Background: an optimization exercise with open tools, aiming at small area, a short achievable clock period and few clock cycles per item. Do not read the settings as production practice. In this exercise RTL edits were held to simulation tests only and were not proved equivalent to the original.

==> flow/design.v <==
package fspt_pkg;
	localparam int unsigned TICK_W  = 32;
	localparam int unsigned FRAME_W = 16;
	localparam int unsigned LOSS_W  = 8;
	localparam int unsigned LIMIT_W = TICK_W + LOSS_W;
	localparam logic [LOSS_W-1:0] LOSS_FRAMES_RESET = LOSS_W'(3);
	localparam logic REQ_CAPTURE = 1'b0;
	localparam logic REQ_POLL    = 1'b1;
	typedef struct packed {
		logic              req_type;
		logic [TICK_W-1:0] tick_value;
	} fspt_in_t;
	typedef struct packed {
		logic [FRAME_W-1:0] frame_count;
		logic [TICK_W-1:0]  last_capture;
		logic [TICK_W-1:0]  period_estimate;
		logic               in_sync;
		logic               sync_dropped;
	} fspt_out_t;
endpackage
module frame_sync_period_tracker (
	input  logic                                  clk,
	input  logic                                  arst_n,
	input  logic                                  cfg_we,
	input  logic [fspt_pkg::LOSS_W-1:0]           cfg_wdata,
	input  logic                                  in_valid,
	output logic                                  in_ready,
	input  fspt_pkg::fspt_in_t                    in_item,
	output logic                                  out_valid,
	input  logic                                  out_ready,
	output fspt_pkg::fspt_out_t                   out_item
);
	localparam int unsigned TW = fspt_pkg::TICK_W;
	logic                            h_valid;
	logic                            h_poll;
	logic [TW-1:0]                   h_tick;
	logic [TW-1:0]                   h_iv;       
	logic                            k_valid;
	logic                            k_poll;
	logic [TW-1:0]                   k_tick;
	logic                            out_valid_q;
	logic                            dropped_q;
	logic [fspt_pkg::LOSS_W-1:0]     loss_q;
	logic [fspt_pkg::FRAME_W-1:0]    frame_q;
	logic [TW-1:0]                   prev_q;
	logic [TW-1:0]                   period_q;
	logic                            locked_q;
	logic                            base_q;
	logic [TW:0]                     acc_q;      
	logic [2:0]                      idx_q;      
	logic                            lbit_q;     
	logic                            exact_q;
	logic                            accept;
	logic                            slot_free;
	logic                            wait_poll;
	logic                            advance;
	logic                            is_cap;
	logic                            is_poll;
	logic                            h_load;
	assign in_ready  = !k_valid;
	assign accept    = in_valid && !k_valid;
	assign slot_free = !out_valid_q || out_ready;
	assign is_cap    = h_valid && !h_poll && slot_free;
	assign is_poll   = h_valid && h_poll && slot_free && !wait_poll;
	assign advance   = is_cap || is_poll;
	assign h_load    = advance || !h_valid;
	assign out_valid = out_valid_q;
	assign out_item.frame_count     = frame_q;
	assign out_item.last_capture    = prev_q;
	assign out_item.period_estimate = period_q;
	assign out_item.in_sync         = locked_q;
	assign out_item.sync_dropped    = dropped_q;
	logic                            n_poll;
	logic [TW-1:0]                   n_tick;
	logic [TW-1:0]                   n_base;
	logic [TW-1:0]                   n_iv;
	logic                            n_co;
	assign n_poll = k_valid ? k_poll : in_item.req_type;
	assign n_tick = k_valid ? k_tick : in_item.tick_value;
	assign n_base = (h_valid && !h_poll) ? h_tick : prev_q;
	assign {n_co, n_iv} = {1'b0, n_tick} + {1'b0, ~n_base} + (TW+1)'(1);
	always_ff @(posedge clk or negedge arst_n) begin
		if (!arst_n) begin
			h_valid <= 1'b0;
			k_valid <= 1'b0;
		end else begin
			if (h_load)
				h_valid <= k_valid || accept;
			if (advance)
				k_valid <= 1'b0;
			else if (h_valid && accept)
				k_valid <= 1'b1;
		end
	end
	always_ff @(posedge clk) begin
		if (h_load) begin
			h_poll <= n_poll;
			h_tick <= n_tick;
			h_iv   <= n_iv;
		end
		if (!k_valid) begin
			k_poll <= in_item.req_type;
			k_tick <= in_item.tick_value;
		end
	end
	logic [TW-1:0]                   e_a, e_b, e_c, e_s, e_k;
	logic [TW-1:0]                   ema;
	logic                            ema_co;
	assign e_a = period_q;
	assign e_b = ~(period_q >> 2);
	assign e_c = h_iv >> 2;
	assign e_s = e_a ^ e_b ^ e_c;
	assign e_k = {((e_a & e_b) | (e_a & e_c) | (e_b & e_c)), 1'b0};
	fspt_add #(.W(TW)) u_ema (.a(e_s), .b(e_k), .cin(1'b1), .sum(ema), .cout(ema_co));
	logic [TW-1:0]                   ge_d;
	logic                            ge_co;
	logic                            ge;
	logic                            loss_zero;
	logic                            can_drop;
	logic                            drop_now;
	assign ge_d  = '0;
	fspt_geq #(.W(TW)) u_ge (.a(h_iv), .b(acc_q[TW-1:0]), .ge(ge_co));
	assign ge = !acc_q[TW] && ge_co;
	assign loss_zero = loss_q == '0;
	assign can_drop  = locked_q && (period_q != '0);
	assign drop_now  = can_drop && (loss_zero || (ge && exact_q));
	assign wait_poll = h_poll && can_drop && !loss_zero && ge && !exact_q;
	logic [TW-1:0]                   period_d;
	assign period_d = (is_cap && base_q) ? (locked_q ? ema : h_iv) : period_q;
	logic [2:0]                      top;
	logic [2:0]                      top_new;
	logic [2:0]                      top_rs;
	logic                            restart;
	logic [TW-1:0]                   pm;
	logic [TW:0]                     u_lo;
	logic                            u_co;
	logic                            ovf;
	always_comb begin
		top = 3'd0;
		for (int i = 1; i < 8; i++)
			if (loss_q[i]) top = 3'(i);
		top_new = 3'd0;
		for (int i = 1; i < 8; i++)
			if (cfg_wdata[i]) top_new = 3'(i);
	end
	assign restart = (is_cap && base_q) || cfg_we;
	assign top_rs  = cfg_we ? top_new : top;
	assign pm      = period_q & {TW{lbit_q}};
	fspt_add_bk #(.W(TW+1)) u_horner (.a({acc_q[TW-1:0], 1'b0}), .b({1'b0, pm}), .cin(1'b0), .sum(u_lo), .cout(u_co));
	assign ovf     = acc_q[TW] || u_co || u_lo[TW];
	logic [2:0]                      idx_d;
	logic [fspt_pkg::LOSS_W-1:0]     loss_d;
	assign loss_d = cfg_we ? cfg_wdata : loss_q;
	assign idx_d  = restart ? (top_rs - 3'd1) : (!exact_q ? (idx_q - 3'd1) : idx_q);
	always_ff @(posedge clk or negedge arst_n) begin
		if (!arst_n) begin
			idx_q   <= 3'd0;
			lbit_q  <= 1'b0;
			exact_q <= 1'b0;
		end else begin
			idx_q  <= idx_d;
			lbit_q <= loss_d[idx_d];
			if (restart)
				exact_q <= top_rs == 3'd0;
			else if (!exact_q)
				exact_q <= idx_q == 3'd0;
		end
	end
	always_ff @(posedge clk) begin
		if (restart) begin
			acc_q <= {1'b0, period_d};
		end else if (!exact_q) begin
			acc_q <= {ovf, u_lo[TW-1:0]};
		end
	end
	always_ff @(posedge clk or negedge arst_n) begin
		if (!arst_n) begin
			out_valid_q <= 1'b0;
		end else if (advance) begin
			out_valid_q <= 1'b1;
		end else if (out_ready) begin
			out_valid_q <= 1'b0;
		end
	end
	always_ff @(posedge clk) begin
		if (advance) begin
			dropped_q <= h_poll && drop_now;
		end
	end
	always_ff @(posedge clk or negedge arst_n) begin
		if (!arst_n) begin
			loss_q   <= fspt_pkg::LOSS_FRAMES_RESET;
			frame_q  <= '0;
			prev_q   <= '0;
			period_q <= '0;
			locked_q <= 1'b0;
			base_q   <= 1'b0;
		end else begin
			if (cfg_we) begin
				loss_q <= cfg_wdata;
			end
			period_q <= period_d;
			if (is_cap) begin
				frame_q  <= frame_q + fspt_pkg::FRAME_W'(1);
				prev_q   <= h_tick;
				locked_q <= locked_q || base_q;
				base_q   <= 1'b1;
			end else if (is_poll && drop_now) begin
				locked_q <= 1'b0;
				base_q   <= 1'b0;
			end
		end
	end
endmodule
module fspt_add #(
	parameter int unsigned W = 32
) (
	input  logic [W-1:0] a,
	input  logic [W-1:0] b,
	input  logic         cin,
	output logic [W-1:0] sum,
	output logic         cout
);
	logic [W-1:0] p0, g0, g, p;
	assign p0 = a ^ b;
	assign g0 = a & b;
	always_comb begin
		g = g0;
		p = p0;
		g[0] = g0[0] | (p0[0] & cin);
		for (int l = 0; (1 << l) < W; l++) begin
			for (int j = 0; j < W; j++) begin
				if (((j >> l) & 1) != 0) begin
					g[j] = g[j] | (p[j] & g[((j >> l) << l) - 1]);
					p[j] = p[j] & p[((j >> l) << l) - 1];
				end
			end
		end
	end
	assign sum  = p0 ^ {g[W-2:0], cin};
	assign cout = g[W-1];
endmodule
module fspt_add_bk #(
	parameter int unsigned W = 32
) (
	input  logic [W-1:0] a,
	input  logic [W-1:0] b,
	input  logic         cin,
	output logic [W-1:0] sum,
	output logic         cout
);
	logic [W-1:0] p0, g0, g, p;
	assign p0 = a ^ b;
	assign g0 = a & b;
	always_comb begin
		g = g0;
		p = p0;
		g[0] = g0[0] | (p0[0] & cin);
		for (int l = 0; (1 << l) < W; l++) begin
			for (int j = 0; j < W; j++) begin
				if (((j + 1) % (2 << l)) == 0) begin
					g[j] = g[j] | (p[j] & g[j - (1 << l)]);
					p[j] = p[j] & p[j - (1 << l)];
				end
			end
		end
		for (int l = 5; l >= 0; l--) begin
			for (int j = 0; j < W; j++) begin
				if ((1 << l) < W && ((j + 1) % (2 << l)) == (1 << l) && j >= (2 << l) - 1 + 1 - 1 && j > (1 << l)) begin
					g[j] = g[j] | (p[j] & g[j - (1 << l)]);
					p[j] = p[j] & p[j - (1 << l)];
				end
			end
		end
	end
	assign sum  = p0 ^ {g[W-2:0], cin};
	assign cout = g[W-1];
endmodule
module fspt_geq #(
	parameter int unsigned W = 32
) (
	input  logic [W-1:0] a,
	input  logic [W-1:0] b,
	output logic         ge
);
	logic [W-1:0] g, t;
	always_comb begin
		g = a & ~b;
		t = a | ~b;
		for (int l = 0; (1 << l) < W; l++) begin
			for (int j = W - 1; j >= 0; j--) begin
				if (((j + 1) % (2 << l)) == 0) begin
					g[j] = g[j] | (t[j] & g[j - (1 << l)]);
					t[j] = t[j] & t[j - (1 << l)];
				end
			end
		end
	end
	assign ge = g[W-1] | t[W-1];
endmodule
==> flow/flow/run.sh <==
#!/bin/bash
# The standard layout (standard.sh: ORFS synthesis through finish), with
# one change: the buffers that ORFS puts on every input and output port are
# made from the plain sky130_fd_sc_hd__buf_1 cell instead of the delay-buffer
# cell buffer_ports picks by default. Timing repair may still resize them.
# ORFS's own per-step logs are kept under orfs/logs; the make output goes to
# standard.log in this folder.
set -euo pipefail
export BUFFER_PORTS_ARGS="-buffer_cell sky130_fd_sc_hd__buf_1"
bash standard.sh > standard.log 2>&1
==> flow/standard.sh <==
#!/bin/bash
# synth_recipe.tcl (not shown) runs the flow's synth.tcl, then flattens the netlist and writes it again
# the make line also repeats each setting of config.mk as NAME=value (left out here)
make -C /OpenROAD-flow-scripts/flow DESIGN_CONFIG=/design/flow/config.mk WORK_HOME=/design/flow/orfs CLKGATE_MAP_FILE= SYNTH_SCRIPT=/design/flow/synth_recipe.tcl "${@:-finish}"
==> flow/config.mk <==
export PLATFORM = sky130hd
export DESIGN_NAME = frame_sync_period_tracker
export DESIGN_NICKNAME = frame_sync_period_tracker
export VERILOG_FILES = /design/flow/design.v
export SDC_FILE = /design/flow/constraint.sdc
export NUM_CORES = 4
export LEC_CHECK = 0
export ABC_AREA = 1
export CAP_MARGIN = 20
export CORE_MARGIN = 2
export CORE_UTILIZATION = 62
export CTS_CLUSTER_DIAMETER = 150
export CTS_CLUSTER_SIZE = 15
export SETUP_SLACK_MARGIN = 4.5
export SLEW_MARGIN = 20
==> flow/constraint.sdc <==
create_clock -name core_clock -period 8.0 [get_ports {clk}]
set_input_delay 1.6000 -clock core_clock [delete_from_list [all_inputs] [get_ports {clk}]]
set_output_delay 1.6000 -clock core_clock [all_outputs]
set_load 0.01 [all_outputs]
==> impl_metrics.tcl, run 1 <==
set metrics [dict create \
    fin_crit_sh_pct 43.04 \
    finalHoldViolCount 0 \
    ant_nets 0 \
    cp-start-kind "register" \
    die_area_um2 26210 \
    pre_cts_ws_ns 3.573 \
    synth_edf_count 98 \
    grt_usage_pct 28.96 \
    min_path_type "register to register" \
    htreeDepth 1 \
    clk_path_buf_depth 3 \
    crit_start "period_q[1]$_DFF_PN0_" \
    ys_seq_area_share_pct 39.32 \
    grt_max_degree 71 \
    drive_gt1_share_pct 5.572 \
    clock_sinks 230 \
    initialDrtViolationCount 884 \
    drt-pass1-iter-count 5 \
    layout_setup_ws_ns 4.557 \
    worst-setup-path-type "register to register" \
    portBuffers 129 \
    ys_async_sr_fraction_pct 42.61 \
    regArea_um2 6086 \
    fin_worst_skew_ns 0.02184 \
    ys_ff_latch 230 \
    layout.nets 2265 \
    min_delay_path_depth 2 \
    grt_setup_unrepaired "yes" \
    ys.flop_type "edfxtp_1" \
    num-fill-cells 2025 \
    syn_to_final_growth_pct 10.11 \
    grt-ovfl-total 0 \
    n_antenna_cell 0 \
    routedWlPerCell_um 15.85 \
    cts_tree "built" \
    synth_fp_nets 2141 \
    crit_fanout 3 \
    crit_path_end_kind "register" \
    dieWidth_um 161.9 \
    die_height_um 161.9 \
    required_ns 8.34 \
    clk-insertion-delay-late_ns 0.50 \
    cts_made_buffers 19 \
    cts_hold_buf 0 \
    syn_avg_cell_area_um2 7.943 \
    grt_pass1_wl_mm 61.58 \
    cts_root_buffer "clkbuf_16" \
    synth_cell_types 57 \
    critPathArrivalTime_ns 3.79 \
    rr_worst_depth 19 \
    outcome "complete, no violations" \
    io_pins 130 \
    r2r-start "period_q[1]$_DFF_PN0_" \
    r2r_end "acc_q[17]$_DFFE_PP_" \
    setup_tns_ns 0 \
    synthCells 1946 \
    start_util_pct 63.37 \
    finalSetupViolCount 0 \
    core_area_um2 24390 \
    wl_mm 38.13 \
    rows 57 \
    gp_congestion 0.9692 \
    multi_input_area_um2 8139 \
    slew_viol_final 0 \
    syn_area_um2 15460 \
    clock.fmax_ghz 0.2904 \
    min_from "k_poll$_DFF_P_" \
    vias_per_cell 5.384 \
    antenna_found_initial 0 \
    dpl.hpwl_mm 27.84 \
    rrSetupSlack_ns 4.56 \
    vias 12954 \
    yosys_warnings 4 \
    clkSlewWorstSetupHoldPaths_ns 0.08 \
    post-route-min-period_ns 3.443 \
    grt_pass1_vias 12614 \
    worst_slew_pin_slew_ns 0.8156 \
    slew_headroom_pct 45.63 \
    drv_cap 0 \
    drc 0 \
    min_to "k_poll$_DFF_P_" \
]
registers in the layout, indices dropped and copies added, names as in the netlist, 8 cells and up:
register / flops
acc_q: 33
frame_q: 16
h_iv: 32
h_tick: 32
k_tick: 32
loss_q: 8
period_q: 32
prev_q: 32
cells in the mapped netlist, drive strengths merged (2+ instances only):
master / count / area share, %
or2: 15 / 0.61
fa: 51 / 6.6
a21oi: 109 / 3.6
dfxtp: 34 / 4.4
a21boi: 9 / 0.44
nor3: 14 / 0.56
o211ai: 6 / 0.29
edfxtp: 98 / 19
dfstp: 2 / 0.34
o21a: 2 / 0.097
buf: 11 / 0.39
o21ai: 166 / 5.5
ha: 98 / 7.9
nor2: 90 / 2.4
xor2: 44 / 2.5
a21o: 10 / 0.49
nand4: 11 / 0.53
o21bai: 8 / 0.39
nor4: 9 / 0.36
o22ai: 4 / 0.16
nand2: 578 / 14
mux2i: 2 / 0.15
xnor2: 22 / 1.2
nand3b: 4 / 0.19
o31ai: 2 / 0.097
a31oi: 12 / 0.49
dfrtp: 96 / 16
clkbuf: 35 / 0.85
inv: 323 / 7.9
nand3: 75 / 2.5
final cells by class:
| type | count | area share, % |
|---|---|---|
| Tap cell | 324 | 2.382 |
| Clock buffer | 31 | 3.058 |
| Multi-Input combinational cell | 1352 | 47.82 |
| Sequential cell | 230 | 35.76 |
| Clock inverter | 2 | 0.1176 |
| Timing Repair Buffer | 144 | 3.698 |
| Inverter | 323 | 7.168 |
critical path: stages, from the launching register on:
cell and delay [ns]:
dfrtp_1 0.37, inv_1 0.08, fa_1 0.54, inv_1 0.06, fa_1 0.45, nand2_1 0.08, nand2_1 0.05, o21a_1 0.14
nand3_1 0.09, nand2_2 0.12, nand2_1 0.14, nand2_4 0.07, fa_1 0.44, a21oi_1 0.16, o21ai_0 0.10, o21ai_0 0.08
nand2_1 0.06, o21ai_1 0.13, nand2_1 0.06, o21ai_0 0.08
cells in the final DEF, fill, tap and decap left out, drive strengths merged, types with 33 or more instances in the layout:
cell type	instances
a21oi	109
buf	142
clkbuf	33
dfrtp	96
dfxtp	34
edfxtp	98
fa	51
ha	98
inv	325
nand2	578
nand3	76
nor2	94
o21ai	166
xor2	44
worst max path at each step:
stage / to / slack, ns / cells after the start
final: acc_q[17]$_DFFE_PP_ / 4.56 / 19
after global routing: acc_q[17]$_DFFE_PP_ / 4.32 / 19
after CTS: h_tick[8]$_DFFE_PP_ / 4.47 / 4
after detailed placement: acc_q[14]$_DFFE_PP_ / 3.57 / 7
after global placement: acc_q[11]$_DFFE_PP_ / 3.65 / 7
after floorplan: h_iv[20]$_DFFE_PP_ / 4.46 / 12
kinds of logic (layout without fill, tap and decap cells):
kind of cell	Yosys count	count (layout)	synth area share [%]
flip-flops	230	230	39.32
multiplexers	2	2	0.1538
XOR/XNOR	66	66	3.740
AND/OR/NAND/NOR	797	802	21.35
adder cells (fa/ha/maj)	149	149	14.54
buffers and inverters	369	500	9.114
AO/OA/AOI/OAI	333	333	11.79
repair_timing:
item / 4_1_cts / 5_1_grt
pin swaps: 5 / 4
buffers inserted: 4 / 5
gates resized for setup: 13 / 33
endpoints found under the hold margin: 0 / 0
cloned: 2 / 3
endpoints found under the setup margin: 44 / 125
through the flow:
stage	std cells	util, %	cell area (µm²)	hold slack [ns]
detailed placement	2359	66.52	16220	0.4408
finish	2406	69.78	17020	0.4610
global route	2406	69.78	17020	0.4915
CTS	2398	69.07	16850	0.4651
floorplan	1946	-	15480	0.4184
global placement	2359	66.52	16220	0.4382
routing by layer:
| metal | global-route usage [%] | routed length, µm | vias up |
|---|---|---|---|
| met1 | 39.86 | 17060 | 6000 |
| met5 | 0 | 0 | - |
| met2 | 49.11 | 18040 | 379 |
| met4 | 8.005 | 985 | 0 |
| li1 | - | - | 6498 |
| met3 | 3.192 | 2047 | 77 |
Testbench counts, summed over its fixed seeds: cycles 24,139, items 24,000.
==> run 2: changes to the inputs <==
--- a/flow/config.mk
+++ b/flow/config.mk
@@ -10,6 +10,6 @@
 export CORE_MARGIN = 2
-export CORE_UTILIZATION = 62
+export CORE_UTILIZATION = 60
 export CTS_CLUSTER_DIAMETER = 150
 export CTS_CLUSTER_SIZE = 15
-export SETUP_SLACK_MARGIN = 4.5
+export SETUP_SLACK_MARGIN = 4.6
 export SLEW_MARGIN = 20
==> run 2 against run 1 <==
  * Non-clock buffer count increased by 10
  * Clock-buffer cell count up 1
  * Critical path depth decreased by 5
  * Clock skew increased by 0.0031 ns
  * Still clean
==> impl_metrics.tcl, run 2 <==
set metrics [dict create \
    finalSetupViolCount 0 \
    layout.nets 2275 \
    fin_crit_sh_pct 41.02 \
    grt_max_degree 73 \
    dieWidth_um 164.5 \
    core_area_um2 25250 \
    drive_gt1_share_pct 7.215 \
    syn_to_final_growth_pct 11.90 \
    clkSlewWorstSetupHoldPaths_ns 0.07 \
    grt-ovfl-total 0 \
    n_antenna_cell 0 \
    pre_cts_ws_ns 3.148 \
    ys_seq_area_share_pct 39.32 \
    clock.fmax_ghz 0.3048 \
    grt_usage_pct 28.44 \
    vias 13016 \
    drc 0 \
    routedWlPerCell_um 16.09 \
    clock_sinks 230 \
    required_ns 8.26 \
    dpl.hpwl_mm 28.08 \
    final_common_cell "nand2_1" \
    synth_cell_types 57 \
    ys.flop_type "edfxtp_1" \
    grt_setup_unrepaired "yes" \
    worst-setup-path-type "input pin to register" \
    largest_register_ffs 33 \
    worst_slew_pin_slew_ns 0.9490 \
    die_height_um 164.5 \
    drt-pass1-iter-count 5 \
    slew_headroom_pct 36.73 \
    whs_ns 0.4692 \
    crit_path_end_kind "register" \
    syn_area_um2 15460 \
    grt_pass1_vias 12510 \
    slew_viol_final 0 \
    ys_async_sr_fraction_pct 42.61 \
    clk_path_buf_depth 3 \
    grt_pass1_wl_mm 61.20 \
    htreeDepth 1 \
    num-fill-cells 2153 \
    cts_root_buffer "clkbuf_16" \
    finalHoldViolCount 0 \
    regArea_um2 6091 \
    gp_congestion 0.9219 \
    rows 58 \
    syn_avg_cell_area_um2 7.943 \
    multi_input_area_um2 8252 \
    portBuffers 129 \
    fin_worst_skew_ns 0.02494 \
    layout_common_cells "nand2_1, inv_1, o21ai_0" \
    critPathArrivalTime_ns 3.54 \
    cts_made_buffers 19 \
    post-route-min-period_ns 3.281 \
    layout_setup_ws_ns 4.719 \
    synth_commonest_cells "nand2_1, inv_1, o21ai_0" \
    yosys_warnings 4 \
    antenna_found_initial 0 \
    synth_most_common_cell "nand2_1" \
    setup_tns_ns 0 \
    netlist_top_cells_area "edfxtp_1, dfrtp_1, nand2_1, ha_1, inv_1" \
    cp-start-kind "input pin" \
    cts_tree "built" \
    drv_cap 0 \
    ys_ff_latch 230 \
    outcome "complete, no violations" \
    min_path_type "register to register" \
    io_pins 130 \
    initialDrtViolationCount 904 \
    die_area_um2 27060 \
    synth_fp_nets 2141 \
    vias_per_cell 5.372 \
    yosys.area.top_type "edfxtp_1" \
    ant_nets 0 \
    synth_edf_count 98 \
    synthCells 1946 \
    crit_fanout 5 \
    top_register "acc_q" \
    start_util_pct 61.21 \
    clk-insertion-delay-late_ns 0.51 \
    wl_mm 38.97 \
    cts_hold_buf 0 \
    synth.top_cell.area_share_pct 19.04 \
]
==> run 2: cell counts after synthesis <==
Identical to the previous run, type by type.
==> run 2: what timing repair did <==
action,CTS,global route
gates cloned,2,4
pin swaps,6,9
endpoints found under the setup margin,78,37
resized for setup,29,57
buffers inserted,9,9
==> run 2: per-layer routing <==
layer	share of wire [%]	wire length [µm]	track usage, %
met1	44	17250	39.34
met2	47	18500	47.81
met3	5.7	2224	3.014
met4	2.6	998	8.182
met5	0	0	0
==> run 2: stage by stage <==
| stage | utilization, % | std cells | instance area [µm²] |
|---|---|---|---|
| 2_1_floorplan | - | 1946 | 15500 |
| 3_3_place_gp | 64.35 | 2365 | 16250 |
| 3_5_place_dp | 64.35 | 2365 | 16250 |
| 4_1_cts | 67.19 | 2410 | 16970 |
| 5_1_grt | 68.49 | 2423 | 17300 |
| 6_report | 68.49 | 2423 | 17300 |
==> run 2: worst max-delay path: stages <==
cell and delay [ns]:
buf_1 0.07, nand2_1 0.07, nand2_1 0.09, ha_1 0.40
nand2_1 0.16, inv_1 0.08, a21oi_2 0.22, nand3_2 0.18
a21oi_2 0.20, inv_1 0.06, nand2_1 0.05, nand2_1 0.08
a21oi_1 0.18, xnor2_1 0.10
==> run 2: worst paths after layout <==
kind | from | endpoint | slack, ns | cells past startpoint
hold / removal | h_tick[31]$_DFFE_PP_ | prev_q[31]$_DFFE_PN0P_ | 0.47 | 2
min in group asynchronous | arst_n | period_q[29]$_DFF_PN0_ | 1.10 | 1
setup / recovery | in_item[9] | h_iv[22]$_DFFE_PP_ | 4.72 | 14
setup reg to reg | period_q[2]$_DFF_PN0_ | acc_q[8]$_DFFE_PP_ | 4.74 | 15
hold reg to reg | h_tick[31]$_DFFE_PP_ | prev_q[31]$_DFFE_PN0P_ | 0.47 | 2
max in group asynchronous | arst_n | prev_q[19]$_DFFE_PN0P_ | 5.60 | 2
==> run 2: area by class of cell <==
type,instances,area share (%)
inverters,323,7.125
well taps,330,2.387
flip-flops and latches,230,35.21
clock inverters,2,0.1157
multi-input cells,1352,47.71
clock buffers,32,3.031
repair buffers,154,4.420
==> run 2: kinds of logic (layout without fill, tap and decap cells) <==
kind of cell,count (synthesis),in the layout,synth area share [%]
multiplexers,2,2,0.1538
adder cells (fa/ha/maj),149,149,14.54
AND/OR/NAND/NOR,797,802,21.35
AO/OA/AOI/OAI,333,333,11.79
flip-flops,230,230,39.32
XOR/XNOR,66,66,3.740
buffers and inverters,369,511,9.114
==> run 3: changes to the inputs <==
--- a/flow/config.mk
+++ b/flow/config.mk
@@ -13,3 +13,3 @@
 export CTS_CLUSTER_SIZE = 15
-export SETUP_SLACK_MARGIN = 4.6
+export SETUP_SLACK_MARGIN = 4.57
 export SLEW_MARGIN = 20
==> run 3 against run 2 <==
  * Still clean
  * Setup slack got worse by 0.062 ns
  * Sequential cell count unchanged
  * Non-clock buffer count decreased by 6
  * Maximum frequency decreased by 1.9%
  * Core utilization decreased by 0.60 points
  * Hold slack improved by 0.015 ns
  * Cell count decreased by 0.29%
  * Area after synthesis unchanged
  * Clock-buffer cell count decreased by 1
  * Via count decreased by 0.80%
  * Critical endpoint is now acc_q[9]$_DFFE_PP_
==> impl_metrics.tcl, run 3 <==
set metrics [dict create \
    clkSlewWorstSetupHoldPaths_ns 0.07 \
    yosys_warnings 4 \
    critPathSlowestCell "fa_1" \
    drive_gt1_share_pct 6.280 \
    worst-setup-path-type "register to register" \
    cts_made_buffers 19 \
    gp_congestion 0.9767 \
    grt-ovfl-total 0 \
    die_height_um 164.5 \
    cts_root_buffer "clkbuf_16" \
    cp-start-kind "register" \
    cp_top_family "adder cells" \
    synth_cell_types 57 \
    worst_slew_pin_slew_ns 0.9248 \
    clk-insertion-delay-late_ns 0.51 \
    setup_tns_ns 0 \
    ys_ff_latch 230 \
    htreeDepth 1 \
    top_register "acc_q" \
    synth_commonest_cells "nand2_1, inv_1, o21ai_0" \
    finalSetupViolCount 0 \
    clock_sinks 230 \
    vias_per_cell 5.344 \
    routedWlPerCell_um 15.83 \
    initialDrtViolationCount 817 \
    layout.nets 2269 \
    synth.top_cell.area_share_pct 19.04 \
    drc 0 \
    portBuffers 129 \
    die_area_um2 27060 \
    required_ns 8.23 \
    crit_chain "inv_1 > fa_1 > inv_1 > fa_2 > nand2_1 > nand2_1 > o21a_1 > nand3_1 > nand2_4 > buf_4 > fa_1 > o21ai_0 > o21ai_0 > nand2_1 > o21ai_2 > nand2_1 > o21ai_0" \
    grt_usage_pct 28.35 \
    synth_fp_nets 2141 \
    ys_seq_area_share_pct 39.32 \
    critPathArrivalTime_ns 3.58 \
    layout_common_cells "nand2_1, inv_1, o21ai_0" \
    grt_setup_unrepaired "yes" \
    io_pins 130 \
    synth_most_common_cell "nand2_1" \
    antenna_found_initial 0 \
    rows 58 \
    crit_fanout 4 \
    crit_path_end_kind "register" \
    slew_viol_final 0 \
    core_area_um2 25250 \
    post-route-min-period_ns 3.343 \
    cts_hold_buf 0 \
    critPathBufInv 3 \
    largest_register_ffs 33 \
    n_antenna_cell 0 \
    ant_nets 0 \
    critPathMaxStageDelay_ns 0.59 \
    cts_tree "built" \
    drt-pass1-iter-count 6 \
    fin_area_um2 17150 \
    crit_path_frequent_cell "nand2_1" \
    syn_avg_cell_area_um2 7.943 \
    synthCells 1946 \
    dieWidth_um 164.5 \
    multi_input_area_um2 8194 \
    place_area_um2 16240 \
    fin_crit_sh_pct 41.79 \
    netlist_top_cells_area "edfxtp_1, dfrtp_1, nand2_1, ha_1, inv_1" \
    final_common_cell "nand2_1" \
    clk_path_buf_depth 3 \
    grt_pass1_wl_mm 60.98 \
    grt_max_degree 73 \
    yosys.area.top_type "edfxtp_1" \
    min_path_type "register to register" \
    regArea_um2 6090 \
    utilization_pct 67.89 \
    vias 12912 \
    drv_cap 0 \
    synth_edf_count 98 \
    wl_mm 38.26 \
    dpl.hpwl_mm 28.23 \
    finalHoldViolCount 0 \
    outcome "complete, no violations" \
    slew_headroom_pct 38.35 \
    syn_to_final_growth_pct 10.92 \
    ys.flop_type "edfxtp_1" \
    clock.fmax_ghz 0.2991 \
    syn_area_um2 15460 \
    fin_worst_skew_ns 0.02777 \
    start_util_pct 61.21 \
    grt_pass1_vias 12496 \
    ys_async_sr_fraction_pct 42.61 \
    num-fill-cells 2135 \
]
[run 3: metrics by stage]
| stage | hold WS [ns] | worst slack, ns | std cells |
|---|---|---|---|
| detailed placement | 0.4674 | 3.134 | 2365 |
| global placement | 0.4612 | 3.168 | 2365 |
| finish | 0.4838 | 4.657 | 2416 |
| global route | 0.5058 | 4.491 | 2416 |
| floorplan | 0.4184 | 4.522 | 1946 |
| CTS | 0.4872 | 4.575 | 2410 |
[run 3: cell families after synthesis]
group,share of synthesized area (%)
AOI/OAI and AO/OA,11.79
xor gates and xnor gates,3.740
adders and majority gates,14.54
buffers and inverters,9.114
DFF,39.32
muxes,0.1538
and+or+nand+nor,21.35
[run 3: final timing paths]
check / from / to / slack [ns] / cells after the start
worst max-delay path: period_q[0]$_DFF_PN0_ / acc_q[9]$_DFFE_PP_ / 4.66 / 17
worst min-delay path: h_tick[1]$_DFFE_PP_ / prev_q[1]$_DFFE_PN0P_ / 0.48 / 2
worst max register to register: period_q[0]$_DFF_PN0_ / acc_q[9]$_DFFE_PP_ / 4.66 / 17
worst min register to register: h_tick[1]$_DFFE_PP_ / prev_q[1]$_DFFE_PN0P_ / 0.48 / 2
max in group asynchronous: arst_n / prev_q[19]$_DFFE_PN0P_ / 5.61 / 2
min in group asynchronous: arst_n / period_q[29]$_DFF_PN0_ / 1.11 / 1
[run 3: routing by layer]
| layer | vias to the layer above | wire length (µm) | track usage, % |
|---|---|---|---|
| met5 | - | 0 | 0 |
| met4 | 0 | 911 | 7.510 |
| met3 | 69 | 2103 | 2.888 |
| met2 | 363 | 18210 | 48.46 |
| met1 | 5987 | 17030 | 38.86 |
| li1 | 6493 | - | - |
[run 3: layout make-up]
| type | instances | area share [%] |
|---|---|---|
| multi-input cells | 1352 | 47.79 |
| clock inverters | 2 | 0.1168 |
| inverters | 323 | 7.188 |
| clock buffers | 31 | 3.036 |
| well taps | 330 | 2.408 |
| repair buffers | 148 | 3.941 |
| flip-flops and latches | 230 | 35.52 |
[run 3: what timing repair did]
item	in CTS	in global routing
resized for setup	26	39
pin swaps	5	7
setup buffers	10	3
gates cloned	2	3
setup endpoints to repair	75	34
[run 3: worst min-delay path, cell delays in order, from the launching register on]
cell and delay [ns]:
edfxtp_1 0.35, nand2_1 0.06, nand2_1 0.05
==> run 4: changes to the inputs <==
--- a/flow/config.mk
+++ b/flow/config.mk
@@ -13,3 +13,3 @@
 export CTS_CLUSTER_SIZE = 15
-export SETUP_SLACK_MARGIN = 4.57
+export SETUP_SLACK_MARGIN = 4.65
 export SLEW_MARGIN = 20
==> run 4 against run 3 <==
  * Clock skew decreased by 0.0051 ns
  * Cell count up 0.83%
  * Sequential share of layout area is 0.70 points lower
  * Clock-buffer cell count increased by 1
  * Global-route usage down 0.13 points
  * Core utilization grew 1.4 points
  * Cell area increased by 2.1%
  * Hold slack lost 0.012 ns
  * Sequential cell count is the same
  * Die area is the same
  * Critical path type is now input pin to register
  * Critical endpoint is now h_iv[22]$_DFFE_PP_
==> impl_metrics.tcl, run 4 <==
set metrics [dict create \
    slew_headroom_pct 44.45 \
    worst-setup-path-type "input pin to register" \
    critPathSlowestCell "ha_1" \
    largest_register_ffs 33 \
    whs_ns 0.4718 \
    post-route-min-period_ns 3.226 \
    synth_most_common_cell "nand2_1" \
    cp-start-kind "input pin" \
    cts_root_buffer "clkbuf_16" \
    clock.fmax_ghz 0.3100 \
    core_area_um2 25250 \
    fin_worst_skew_ns 0.02263 \
    syn_area_um2 15460 \
    setup_tns_ns 0 \
    grt_max_degree 73 \
    synth_cell_types 57 \
    drc 0 \
    crit_path_end_kind "register" \
    die_area_um2 27060 \
    drive_gt1_share_pct 8.262 \
    grt_pass1_vias 12392 \
    drv_cap 0 \
    htreeDepth 1 \
    netlist_top_cells_area "edfxtp_1, dfrtp_1, nand2_1, ha_1, inv_1" \
    slew_viol_final 0 \
    ys_seq_area_share_pct 39.32 \
    top_register "acc_q" \
    layout.nets 2288 \
    die_height_um 164.5 \
    min_path_type "register to register" \
    required_ns 8.26 \
    outcome "complete, no violations" \
    grt_usage_pct 28.22 \
    syn_avg_cell_area_um2 7.943 \
    ys.flop_type "edfxtp_1" \
    grt_pass1_wl_mm 60.76 \
    routedWlPerCell_um 16.24 \
    cts_tree "built" \
    critPathMaxStageDelay_ns 0.39 \
    crit_path_frequent_cell "nand2_1" \
    utilization_pct 69.28 \
    ys_async_sr_fraction_pct 42.61 \
    clock_sinks 230 \
    worst_slew_pin_slew_ns 0.8333 \
    clk_path_buf_depth 3 \
    layout_common_cells "nand2_1, inv_1, o21ai_0" \
    antenna_found_initial 0 \
    ys_ff_latch 230 \
    critPathArrivalTime_ns 3.48 \
    rows 58 \
    finalHoldViolCount 0 \
    gp_congestion 0.9003 \
    fin_area_um2 17500 \
    n_antenna_cell 0 \
    finalSetupViolCount 0 \
    vias_per_cell 5.391 \
    synth.top_cell.area_share_pct 19.04 \
    wl_mm 39.56 \
    syn_to_final_growth_pct 13.19 \
    cts_made_buffers 19 \
    synth_commonest_cells "nand2_1, inv_1, o21ai_0" \
    yosys.area.top_type "edfxtp_1" \
    yosys_warnings 4 \
    clk-insertion-delay-late_ns 0.50 \
    crit_fanout 4 \
    fin_crit_sh_pct 40.33 \
    grt-ovfl-total 0 \
    synth_fp_nets 2141 \
    vias 13132 \
    portBuffers 129 \
    start_util_pct 61.21 \
    dpl.hpwl_mm 27.79 \
    ant_nets 0 \
    cts_hold_buf 0 \
    dieWidth_um 164.5 \
    grt_setup_unrepaired "yes" \
    synthCells 1946 \
    place_area_um2 16280 \
    crit_chain "buf_1 > nand2_1 > nand2_1 > ha_1 > nand2_1 > inv_1 > a21oi_2 > nand3_2 > a21oi_2 > inv_1 > nand2_1 > nand2_1 > a21oi_1 > xnor2_1" \
    initialDrtViolationCount 979 \
    clkSlewWorstSetupHoldPaths_ns 0.07 \
    num-fill-cells 2176 \
    synth_edf_count 98 \
    drt-pass1-iter-count 5 \
    io_pins 130 \
    final_common_cell "nand2_1" \
]
## run 4: cell families (layout without fill, tap and decap cells)
kind of cell	count (synthesis)	after routing	share of synthesized area [%]
compound gates	333	333	11.79
mux	2	2	0.1538
buf+inv	369	522	9.114
flops	230	230	39.32
xor+xnor	66	66	3.740
simple gates	797	804	21.35
fa+ha+maj	149	149	14.54
## run 4: repair_timing
action	4_1_cts	5_1_grt
buffers inserted	7	21
pin swaps	6	17
resized for setup	35	57
setup endpoints to repair	91	56
cloned	2	7
## run 4: layout make-up
| type | count | area (µm²) | area share (%) |
|---|---|---|---|
| Sequential cell | 230 | 6092 | 34.82 |
| Clock buffer | 32 | 524.3 | 2.996 |
| Timing Repair Buffer | 164 | 832.0 | 4.755 |
| Timing Repair inverter | 1 | 8.758 | 0.05006 |
| Inverter | 323 | 1241 | 7.094 |
| Multi-Input combinational cell | 1354 | 8366 | 47.81 |
| Tap cell | 330 | 412.9 | 2.360 |
| Clock inverter | 2 | 20.02 | 0.1144 |
## run 4: worst paths after layout
kind / slack [ns] / startpoint / end / cells after the start
worst max-delay path: 4.77 / in_item[8] / h_iv[22]$_DFFE_PP_ / 14
min in group asynchronous: 1.20 / arst_n / prev_q[6]$_DFFE_PN0P_ / 1
worst min register to register: 0.47 / h_tick[31]$_DFFE_PP_ / prev_q[31]$_DFFE_PN0P_ / 2
max in group asynchronous: 5.60 / arst_n / prev_q[14]$_DFFE_PN0P_ / 2
worst max register to register: 4.79 / h_valid$_DFFE_PN0P_ / h_iv[21]$_DFFE_PP_ / 12
worst min-delay path: 0.47 / h_tick[31]$_DFFE_PP_ / prev_q[31]$_DFFE_PN0P_ / 2
## run 4: metal layers
layer / track usage, % / up-vias / wire, µm
li1: - / 6537 / -
met1: 39.28 / 6146 / 17650
met2: 47.98 / 399 / 19020
met3: 2.938 / 50 / 2252
met4: 6.522 / 0 / 641
met5: 0 / - / 0
## run 4: worst max-delay path, delay by kind of cell
| kind | cells | cell delay [ns] |
|---|---|---|
| AND/OR/NAND/NOR | 6 | 0.60 |
| AO/OA/AOI/OAI | 3 | 0.59 |
| adder cells (fa/ha/maj) | 1 | 0.39 |
| buffers and inverters | 3 | 0.20 |
| XOR/XNOR | 1 | 0.09 |
## run 4: metrics by stage
step                      setup slack, ns  cells
after detailed placement            3.086   2365
after global routing                4.571   2436
after CTS                           4.654   2408
after global placement              3.151   2365
final                               4.774   2436
after floorplan                     4.610   1946
==> run 5: changes to the inputs <==
--- a/flow/config.mk
+++ b/flow/config.mk
@@ -13,3 +13,3 @@
 export CTS_CLUSTER_SIZE = 15
-export SETUP_SLACK_MARGIN = 4.65
+export SETUP_SLACK_MARGIN = 4.8
 export SLEW_MARGIN = 20
==> run 5 against run 4 <==
  * Core utilization increased by 2.9 points
  * Critical path type is now register to register
  * Largest cell class unchanged
  * Critical endpoint is now acc_q[18]$_DFFE_PP_
  * Highest routed layer unchanged
  * Register-to-register slack got worse by 0.13 ns
  * Routed wire length increased by 3.6%
  * Setup slack got worse by 0.11 ns
  * Global-route usage rose by 1.6 points
  * Critical path depth is 8 higher
==> impl_metrics.tcl, run 5 <==
set metrics [dict create \
    critPathBufInv 5 \
    min_from "k_poll$_DFF_P_" \
    syn_avg_cell_area_um2 7.943 \
    clock_sinks 230 \
    cts_root_buffer "clkbuf_16" \
    place_area_um2 16500 \
    portBuffers 129 \
    cts_tree "built" \
    dpl.hpwl_mm 28.24 \
    ys.flop_type "edfxtp_1" \
    dieWidth_um 164.5 \
    clkSlewWorstSetupHoldPaths_ns 0.07 \
    setup_tns_ns 0 \
    cts_hold_buf 0 \
    grt_pass1_wl_mm 63.65 \
    crit_chain "inv_2 > fa_1 > inv_2 > fa_2 > nand2_1 > nand2_1 > o21a_1 > nand3_2 > nand2_4 > buf_12 > nand2_8 > nand2_8 > buf_12 > clkbuf_16 > nand2_4 > nand2_2 > nand2_1 > nand2_1 > o21ai_1 > nand2_1 > nand2_1 > nand2_1" \
    post-route-min-period_ns 3.338 \
    synth_commonest_cells "nand2_1, inv_1, o21ai_0" \
    initialDrtViolationCount 927 \
    ys_seq_area_share_pct 39.32 \
    top_register "acc_q" \
    grt_pass1_vias 12749 \
    core_area_um2 25250 \
    yosys_warnings 4 \
    io_pins 130 \
    gp_congestion 0.9127 \
    grt_setup_unrepaired "yes" \
    largest_register_ffs 33 \
    worst-setup-path-type "register to register" \
    synth.top_cell.area_share_pct 19.04 \
    yosys.area.top_type "edfxtp_1" \
    cts_made_buffers 19 \
    clk-insertion-delay-late_ns 0.52 \
    ant_nets 0 \
    vias_per_cell 5.424 \
    syn_area_um2 15460 \
    outcome "complete, no violations" \
    dp.cells 2365 \
    min_to "k_poll$_DFF_P_" \
    layout_common_cells "nand2_1, inv_1, o21ai_0" \
    layout_setup_ws_ns 4.662 \
    finalHoldViolCount 0 \
    rrSetupSlack_ns 4.66 \
    synthCells 1946 \
    worst_slew_pin_slew_ns 0.8507 \
    required_ns 8.26 \
    num-fill-cells 2028 \
    htreeDepth 1 \
    critPathArrivalTime_ns 3.60 \
    ys_async_sr_fraction_pct 42.61 \
    pre_cts_ws_ns 3.871 \
    wl_mm 40.97 \
    drv_cap 0 \
    crit_path_end_kind "register" \
    start_util_pct 61.21 \
    netlist_top_cells_area "edfxtp_1, dfrtp_1, nand2_1, ha_1, inv_1" \
    slew_headroom_pct 43.29 \
    clock.fmax_ghz 0.2996 \
    ys_ff_latch 230 \
    finalSetupViolCount 0 \
    critPathMaxStageDelay_ns 0.57 \
    cp-start-kind "register" \
    fin_crit_sh_pct 41.73 \
    clk_path_buf_depth 3 \
    layoutNonFillerInstCount 2460 \
    final_common_cell "nand2_1" \
    routedWlPerCell_um 16.65 \
    n_antenna_cell 0 \
    drt-pass1-iter-count 7 \
    critPathSlowestCell "fa_1" \
    drive_gt1_share_pct 13.10 \
    fin_area_um2 18230 \
    rows 58 \
    slew_viol_final 0 \
    grt-ovfl-total 0 \
    cp_top_family "adder cells" \
    rr_worst_depth 22 \
    min_path_type "register to register" \
    die_area_um2 27060 \
    layout.nets 2312 \
    crit_path_frequent_cell "nand2_1" \
    fin_worst_skew_ns 0.03458 \
    drc 0 \
    synth_cell_types 57 \
    syn_to_final_growth_pct 17.96 \
    r2r_end "acc_q[18]$_DFFE_PP_" \
    min_delay_path_depth 2 \
    grt_max_degree 72 \
    whs_ns 0.4626 \
    r2r-start "period_q[0]$_DFF_PN0_" \
    synth_edf_count 98 \
    synth_fp_nets 2141 \
    synth_most_common_cell "nand2_1" \
    crit_fanout 7 \
    vias 13342 \
    antenna_found_initial 0 \
    die_height_um 164.5 \
    grt_usage_pct 29.78 \
]
[run 5: layout make-up]
cell class	count	area (µm²)	area share, %
clock inverters	2	20.02	0.1098
inverters	323	1242	6.814
flip-flops and latches	230	6098	33.45
multi-input cells	1353	8823	48.39
well taps	330	412.9	2.264
repair buffers	190	1112	6.100
clock buffers	32	524.3	2.875
[run 5: stage by stage]
stage | utilization (%)
CTS | 69.57
floorplan | -
global route | 72.20
finish | 72.20
detailed placement | 65.34
global placement | 65.34
[run 5: kinds of logic after synthesis]
kind of cell	Yosys count	synth area share [%]
AOI/OAI and AO/OA	333	11.79
and+or+nand+nor	797	21.35
adders and majority gates	149	14.54
xor gates and xnor gates	66	3.740
muxes	2	0.1538
DFF	230	39.32
buffers and inverters	369	9.114
[run 5: worst max-delay path by stage]
| stage | end | startpoint | depth (start not counted) | slack, ns |
|---|---|---|---|---|
| floorplan | h_iv[29]$_DFFE_PP_ | in_item[1] | 12 | 4.67 |
| global placement | acc_q[11]$_DFFE_PP_ | out_ready | 7 | 3.88 |
| detailed placement | acc_q[11]$_DFFE_PP_ | out_ready | 7 | 3.87 |
| CTS | h_iv[20]$_DFFE_PP_ | h_valid$_DFFE_PN0P_ | 15 | 4.70 |
| global route | acc_q[17]$_DFFE_PP_ | period_q[0]$_DFF_PN0_ | 20 | 4.54 |
| finish | acc_q[18]$_DFFE_PP_ | period_q[0]$_DFF_PN0_ | 22 | 4.66 |
[run 5: worst register-to-register path, cell delays in order, from the launching register on]
cell	delay (ns)
dfrtp_1	0.36
inv_2	0.06
fa_1	0.57
inv_2	0.05
fa_2	0.40
nand2_1	0.08
nand2_1	0.05
o21a_1	0.14
nand3_2	0.10
nand2_4	0.08
buf_12	0.14
nand2_8	0.07
nand2_8	0.06
buf_12	0.14
clkbuf_16	0.16
nand2_4	0.05
nand2_2	0.05
nand2_1	0.07
nand2_1	0.05
o21ai_1	0.15
nand2_1	0.11
nand2_1	0.08
nand2_1	0.06
[run 5: timing repair]
| action | CTS | global route |
|---|---|---|
| buffers inserted | 26 | 26 |
| gates resized for setup | 69 | 105 |
| cloned | 7 | 2 |
| pin swaps | 24 | 40 |
| endpoints found under the setup margin | 149 | 113 |
[run 5: layer usage]
| layer | up-vias | track usage, % | part of all wire (%) |
|---|---|---|---|
| met5 | - | 0 | 0 |
| met4 | 0 | 6.759 | 1.7 |
| met3 | 50 | 2.687 | 5.6 |
| met2 | 411 | 52.53 | 49 |
| met1 | 6315 | 40.09 | 44 |
| li1 | 6566 | - | - |
==> run 6: changes to the inputs <==
--- a/flow/config.mk
+++ b/flow/config.mk
@@ -13,3 +13,3 @@
 export CTS_CLUSTER_SIZE = 15
-export SETUP_SLACK_MARGIN = 4.8
+export SETUP_SLACK_MARGIN = 4.9
 export SLEW_MARGIN = 20
==> run 6 against run 5 <==
  * Critical endpoint is now acc_q[17]$_DFFE_PP_
  * Sequential cell count is the same
  * Still clean on timing, DRC and antenna
  * Area after synthesis is the same
  * Hold slack gained 0.012 ns
  * Largest cell class unchanged
  * Routed wire length grew 2.4%
  * Clock skew shrank 0.014 ns
  * Via count grew 1.1%
==> impl_metrics.tcl, run 6 <==
set metrics [dict create \
    outcome "complete, no violations" \
    syn_avg_cell_area_um2 7.943 \
    dieWidth_um 164.5 \
    drive_gt1_share_pct 15.35 \
    vias_per_cell 5.455 \
    grt_setup_unrepaired "yes" \
    critPathBufInv 2 \
    ys_seq_area_share_pct 39.32 \
    portBuffers 129 \
    cts_root_buffer "clkbuf_16" \
    routedWlPerCell_um 16.96 \
    initialDrtViolationCount 867 \
    synth_cell_types 57 \
    pre_cts_ws_ns 3.846 \
    io_pins 130 \
    crit_path_end_kind "register" \
    cts_made_buffers 19 \
    top_register "acc_q" \
    setup_tns_ns 0 \
    grt-ovfl-total 0 \
    crit_path_frequent_cell "nand2_1" \
    grt_max_degree 73 \
    htreeDepth 1 \
    yosys_warnings 4 \
    num-fill-cells 2002 \
    dpl.hpwl_mm 27.95 \
    min_path_type "register to register" \
    worst_slew_pin_slew_ns 0.9559 \
    cp-start-kind "register" \
    slew_viol_final 0 \
    clock_sinks 230 \
    layout_setup_ws_ns 4.861 \
    wl_mm 41.96 \
    fin_worst_skew_ns 0.02047 \
    drt-pass1-iter-count 5 \
    synth_commonest_cells "nand2_1, inv_1, o21ai_0" \
    clock.fmax_ghz 0.3185 \
    clk_path_buf_depth 3 \
    synth.top_cell.area_share_pct 19.04 \
    utilization_pct 73.61 \
    netlist_top_cells_area "edfxtp_1, dfrtp_1, nand2_1, ha_1, inv_1" \
    critPathSlowestCell "fa_1" \
    finalHoldViolCount 0 \
    gp_congestion 0.9214 \
    clk-insertion-delay-late_ns 0.50 \
    cp_top_family "adder cells" \
    critPathMaxStageDelay_ns 0.55 \
    grt_usage_pct 30.49 \
    die_height_um 164.5 \
    critPathArrivalTime_ns 3.40 \
    crit_chain "inv_2 > fa_1 > inv_2 > fa_2 > nand2_1 > nand2_1 > o21a_1 > nand3_2 > nand2_4 > nand2_4 > nand2_4 > fa_2 > o21ai_1 > o21ai_1 > nand2_1 > o21ai_2 > nand2_1 > o21ai_1" \
    worst-setup-path-type "register to register" \
    layout_common_cells "nand2_1, inv_1, o21ai_0" \
    final_common_cell "nand2_1" \
    ys.flop_type "edfxtp_1" \
    post-route-min-period_ns 3.139 \
    grt_pass1_vias 13100 \
    start_util_pct 61.21 \
    crit_fanout 3 \
    antenna_found_initial 0 \
    layout.nets 2327 \
    synth_most_common_cell "nand2_1" \
    syn_area_um2 15460 \
    synth_fp_nets 2141 \
    drc 0 \
    synth_edf_count 98 \
    syn_to_final_growth_pct 20.26 \
    rows 58 \
    slew_headroom_pct 36.27 \
    required_ns 8.26 \
    core_area_um2 25250 \
    fin_crit_sh_pct 39.24 \
    yosys.area.top_type "edfxtp_1" \
    die_area_um2 27060 \
    ys_ff_latch 230 \
    cts_hold_buf 0 \
    drv_cap 0 \
    largest_register_ffs 33 \
    n_antenna_cell 0 \
    ant_nets 0 \
    cts_tree "built" \
    finalSetupViolCount 0 \
    clkSlewWorstSetupHoldPaths_ns 0.08 \
    vias 13495 \
    ys_async_sr_fraction_pct 42.61 \
    synthCells 1946 \
    grt_pass1_wl_mm 65.45 \
]
-- run 6: timing repair --
action | in CTS | in global routing
buffers inserted | 27 | 37
cloned | 8 | 4
endpoints found under the setup margin | 164 | 112
resized for setup | 75 | 130
pin swaps | 22 | 57
-- run 6: cell type report --
class                           instances  area, µm²  share of cell area, %
Sequential cell                       230       6110                  32.87
Multi-Input combinational cell       1356       9077                  48.83
Tap cell                              330      412.9                  2.221
Inverter                              323       1242                  6.684
Clock buffer                           32      524.3                  2.820
Clock inverter                          1      11.26                0.06058
Timing Repair Buffer                  202       1211                  6.515
-- run 6: path summary, 6_finish.rpt --
path | from | end | slack (ns) | cells past startpoint
setup / recovery | period_q[1]$_DFF_PN0_ | acc_q[17]$_DFFE_PP_ | 4.86 | 18
hold reg to reg | k_poll$_DFF_P_ | k_poll$_DFF_P_ | 0.47 | 2
max in group asynchronous | arst_n | period_q[10]$_DFF_PN0_ | 5.57 | 2
setup reg to reg | period_q[1]$_DFF_PN0_ | acc_q[17]$_DFFE_PP_ | 4.86 | 18
min in group asynchronous | arst_n | period_q[29]$_DFF_PN0_ | 1.07 | 1
hold / removal | k_poll$_DFF_P_ | k_poll$_DFF_P_ | 0.47 | 2
-- run 6: routing by layer --
metal	up-vias	routed length (µm)	global-route usage, %
met5	-	0	0
met4	0	1051	7.431
met3	85	2230	2.737
met2	424	20470	53.71
met1	6362	18210	40.88
li1	6624	-	-
-- run 6: through the flow --
step | hold slack, ns | std cells | area (µm²)
3_5_place_dp | 0.4578 | 2365 | 16550
6_report | 0.4741 | 2474 | 18590
5_1_grt | 0.5026 | 2474 | 18590
2_1_floorplan | 0.4184 | 1946 | 15800
4_1_cts | 0.4771 | 2433 | 17690
3_3_place_gp | 0.4456 | 2365 | 16550
-- run 6: cells by family after synthesis --
| group | share of synthesized area, % |
|---|---|
| AND/OR/NAND/NOR | 21.35 |
| buffers and inverters | 9.114 |
| AO/OA/AOI/OAI | 11.79 |
| multiplexers | 0.1538 |
| adder cells (fa/ha/maj) | 14.54 |
| flip-flops | 39.32 |
| XOR/XNOR | 3.740 |
-- run 6: tightest hold or removal path, delay by kind of cell, from the launching register on --
| family | cells | cell delay [ns] |
|---|---|---|
| and+or+nand+nor | 2 | 0.13 |
| DFF | 1 | 0.32 |
==> run 7: changes to the inputs <==
--- a/flow/config.mk
+++ b/flow/config.mk
@@ -7,3 +7,2 @@
 export LEC_CHECK = 0
-export ABC_AREA = 1
 export CAP_MARGIN = 20
@@ -13,3 +12,3 @@
 export CTS_CLUSTER_SIZE = 15
-export SETUP_SLACK_MARGIN = 4.9
+export SETUP_SLACK_MARGIN = 4.5
 export SLEW_MARGIN = 20
==> run 7 against run 6 <==
  * Still clean on timing, DRC and antenna
  * First-iteration DRC count increased by 13%
  * Sequential share of layout area rose by 0.19 points
  * Sequential cell count is the same
  * Critical path type is now input pin to register
  * Highest routed layer is now met5
==> impl_metrics.tcl, run 7 <==
set metrics [dict create \
    fin_worst_skew_ns 0.02081 \
    min_to "k_poll$_DFF_P_" \
    critPathSlowestCell "a2111oi_4" \
    wl_mm 39.88 \
    dpl.hpwl_mm 27.77 \
    ys_seq_area_share_pct 39.70 \
    routedWlPerCell_um 19.58 \
    final_common_cell "inv_1" \
    worst_slew_pin_slew_ns 0.9357 \
    min_from "k_poll$_DFF_P_" \
    place_area_um2 16430 \
    critPathArrivalTime_ns 3.87 \
    clkSlewWorstSetupHoldPaths_ns 0.07 \
    finalSetupViolCount 0 \
    gp_congestion 0.8700 \
    drt-pass1-iter-count 5 \
    grt_max_degree 69 \
    n_antenna_cell 0 \
    grt_usage_pct 29.10 \
    synth_edf_count 98 \
    synth_most_common_cell "inv_1" \
    grt_pass1_vias 11528 \
    grt-ovfl-total 0 \
    layout_setup_ws_ns 4.356 \
    utilization_pct 73.61 \
    finalHoldViolCount 0 \
    syn_area_um2 15310 \
    outcome "complete, no violations" \
    ys_async_sr_fraction_pct 42.61 \
    antenna_found_initial 1 \
    cts_root_buffer "clkbuf_16" \
    slew_viol_final 0 \
    htreeDepth 1 \
    ys_ff_latch 230 \
    cts_made_buffers 19 \
    crit_chain "buf_1 > mux2i_2 > ha_2 > fa_2 > nor2b_4 > o31a_1 > o21ai_4 > a2111oi_4 > nor4b_4 > nor3b_2 > or4_1 > o2111ai_1" \
    ant_nets 0 \
    critPathMaxStageDelay_ns 0.43 \
    die_area_um2 26810 \
    syn_to_final_growth_pct 20.73 \
    setup_tns_ns 0 \
    start_util_pct 60.97 \
    netlist_top_cells_area "edfxtp_1, dfrtp_1, ha_1, fa_1, mux2_2" \
    layout_common_cells "inv_1, buf_1, edfxtp_1" \
    crit_path_end_kind "register" \
    portBuffers 129 \
    worst-setup-path-type "input pin to register" \
    synth_fp_nets 1699 \
    layout.nets 1890 \
    fin_crit_sh_pct 45.55 \
    synth_commonest_cells "inv_1, a21oi_1, edfxtp_1, ha_1" \
    yosys.area.top_type "edfxtp_1" \
    min_delay_path_depth 1 \
    synthCells 1504 \
    die_height_um 163.7 \
    synth_cell_types 79 \
    drc 0 \
    clk_path_buf_depth 3 \
    rr_worst_depth 15 \
    vias_per_cell 5.884 \
    largest_register_ffs 33 \
    r2r_end "acc_q[29]$_DFFE_PP_" \
    ys.flop_type "edfxtp_1" \
    core_area_um2 25110 \
    pre_cts_ws_ns 3.670 \
    drive_gt1_share_pct 22.91 \
    vias 11986 \
    cp-start-kind "input pin" \
    syn_avg_cell_area_um2 10.18 \
    yosys_warnings 4 \
    initialDrtViolationCount 982 \
    clock_sinks 230 \
    rrSetupSlack_ns 4.37 \
    slew_headroom_pct 37.62 \
    min_path_type "register to register" \
    synth.top_cell.area_share_pct 19.22 \
    post-route-min-period_ns 3.644 \
    clk-insertion-delay-late_ns 0.51 \
    required_ns 8.22 \
    cts_tree "built" \
    io_pins 130 \
    num-fill-cells 1815 \
    r2r-start "lbit_q$_DFF_PN0_" \
    dieWidth_um 163.7 \
    grt_pass1_wl_mm 61.34 \
    clock.fmax_ghz 0.2744 \
    drv_cap 0 \
    crit_fanout 3 \
    rows 58 \
    grt_setup_unrepaired "yes" \
    fin_area_um2 18480 \
    top_register "acc_q" \
]
run 7: cell count changes after synthesis, moves of 18 or more:
| cell | delta |
|---|---|
| o21ai_0 | -80 |
| mux2i_1 | +55 |
| mux2_2 | +80 |
| a21o_1 | +18 |
| inv_1 | -138 |
| nand2b_1 | +31 |
| nand3_1 | -44 |
| nand2_1 | -479 |
| nor2b_1 | +18 |
| xor2_1 | -21 |
| and2_1 | +27 |
| xnor2_1 | +29 |
run 7: metrics by stage:
step / instances / hold slack [ns]
5_1_grt: 2037 / 0.4961
2_1_floorplan: 1504 / 0.4461
6_report: 2037 / 0.4814
3_3_place_gp: 1926 / 0.4571
3_5_place_dp: 1926 / 0.4643
4_1_cts: 1994 / 0.4809
run 7: kinds of logic (layout without fill, tap and decap cells):
group,count (synthesis),in the layout,share of synthesized area [%]
xor+xnor,74,74,4.233
simple gates,352,352,11.78
mux,136,136,9.546
buf+inv,224,427,5.557
fa+ha+maj,154,154,15.01
compound gates,334,334,14.16
flops,230,230,39.70
run 7: per-layer routing:
| layer | wire [µm] | track usage, % | vias up |
|---|---|---|---|
| met5 | 11 | 0 | - |
| met4 | 1010 | 7.137 | 2 |
| met3 | 2695 | 4.646 | 62 |
| met2 | 18370 | 45.78 | 374 |
| met1 | 17800 | 42.44 | 5857 |
| li1 | - | - | 5691 |
run 7: worst max-delay path by stage:
stage	startpoint	endpoint	depth (start not counted)
floorplan	in_item[0]	h_iv[30]$_DFFE_PP_	11
global route	h_iv[3]$_DFFE_PP_	acc_q[17]$_DFFE_PP_	14
finish	in_item[0]	h_iv[30]$_DFFE_PP_	12
detailed placement	out_ready	acc_q[25]$_DFFE_PP_	6
CTS	period_q[3]$_DFF_PN0_	acc_q[26]$_DFFE_PP_	12
global placement	out_ready	acc_q[24]$_DFFE_PP_	6
run 7: worst max-delay path, delay by kind of cell:
| family | cells | cell delay [ns] |
|---|---|---|
| buf+inv | 1 | 0.09 |
| mux | 1 | 0.08 |
| simple gates | 4 | 0.62 |
| compound gates | 4 | 0.83 |
| fa+ha+maj | 2 | 0.62 |
run 7: cell type report:
class,count,area [µm²],area share [%]
Multi-Input combinational cell,1050,9472,51.25
Sequential cell,230,6110,33.06
Timing Repair Buffer,217,1280,6.925
Inverter,177,668.1,3.615
Clock buffer,31,520.5,2.816
Tap cell,330,412.9,2.234
Clock inverter,2,20.02,0.1083
run 7: repair_timing:
action,in CTS,in global routing
pin swaps,31,56
buffers inserted,34,40
endpoints found under the setup margin,145,111
hold buffers,0,0
gates cloned,1,3
gates resized for setup,109,85

-- re-timing with driven ports --
Ports are ideal in the flow. The routed layouts listed here were re-timed in OpenROAD. Step 1 assumes that a clkbuf_16 drives the clock port and a buf_2 every other input. Step 2 adds t to the input delays and takes it off the output delays; t is the mean of the earliest and latest rising clock arrival at the registers after step 1. Input paths then give back, and output paths get back, about the clock's delay inside the block. a / b / c = no drivers / after step 1 / after step 2; a / b = the first two.
| run | t (ns) | setup WS [ns] | hold WS [ns] |
|---|---|---|---|
| run 1 | 0.542 | 4.557 / 4.557 / 4.106 | 0.461 / 0.461 / 0.461 |
| run 2 | 0.549 | 4.719 / 4.742 / 4.195 | 0.469 / 0.469 / 0.469 |
| run 3 | 0.542 | 4.657 / 4.657 / 4.135 | 0.484 / 0.484 / 0.484 |
| run 4 | 0.544 | 4.774 / 4.739 / 4.250 | 0.472 / 0.472 / 0.472 |
| run 5 | 0.554 | 4.662 / 4.662 / 4.295 | 0.463 / 0.463 / 0.463 |
| run 6 | 0.537 | 4.861 / 4.861 / 4.412 | 0.474 / 0.474 / 0.474 |
| run 7 | 0.544 | 4.356 / 4.367 / 3.829 | 0.481 / 0.481 / 0.481 |
After both steps every run listed still meets setup and hold. The setup slack of run 7, which loses most, moves by +0.011 ns with the drivers and by -0.527 ns with both steps.
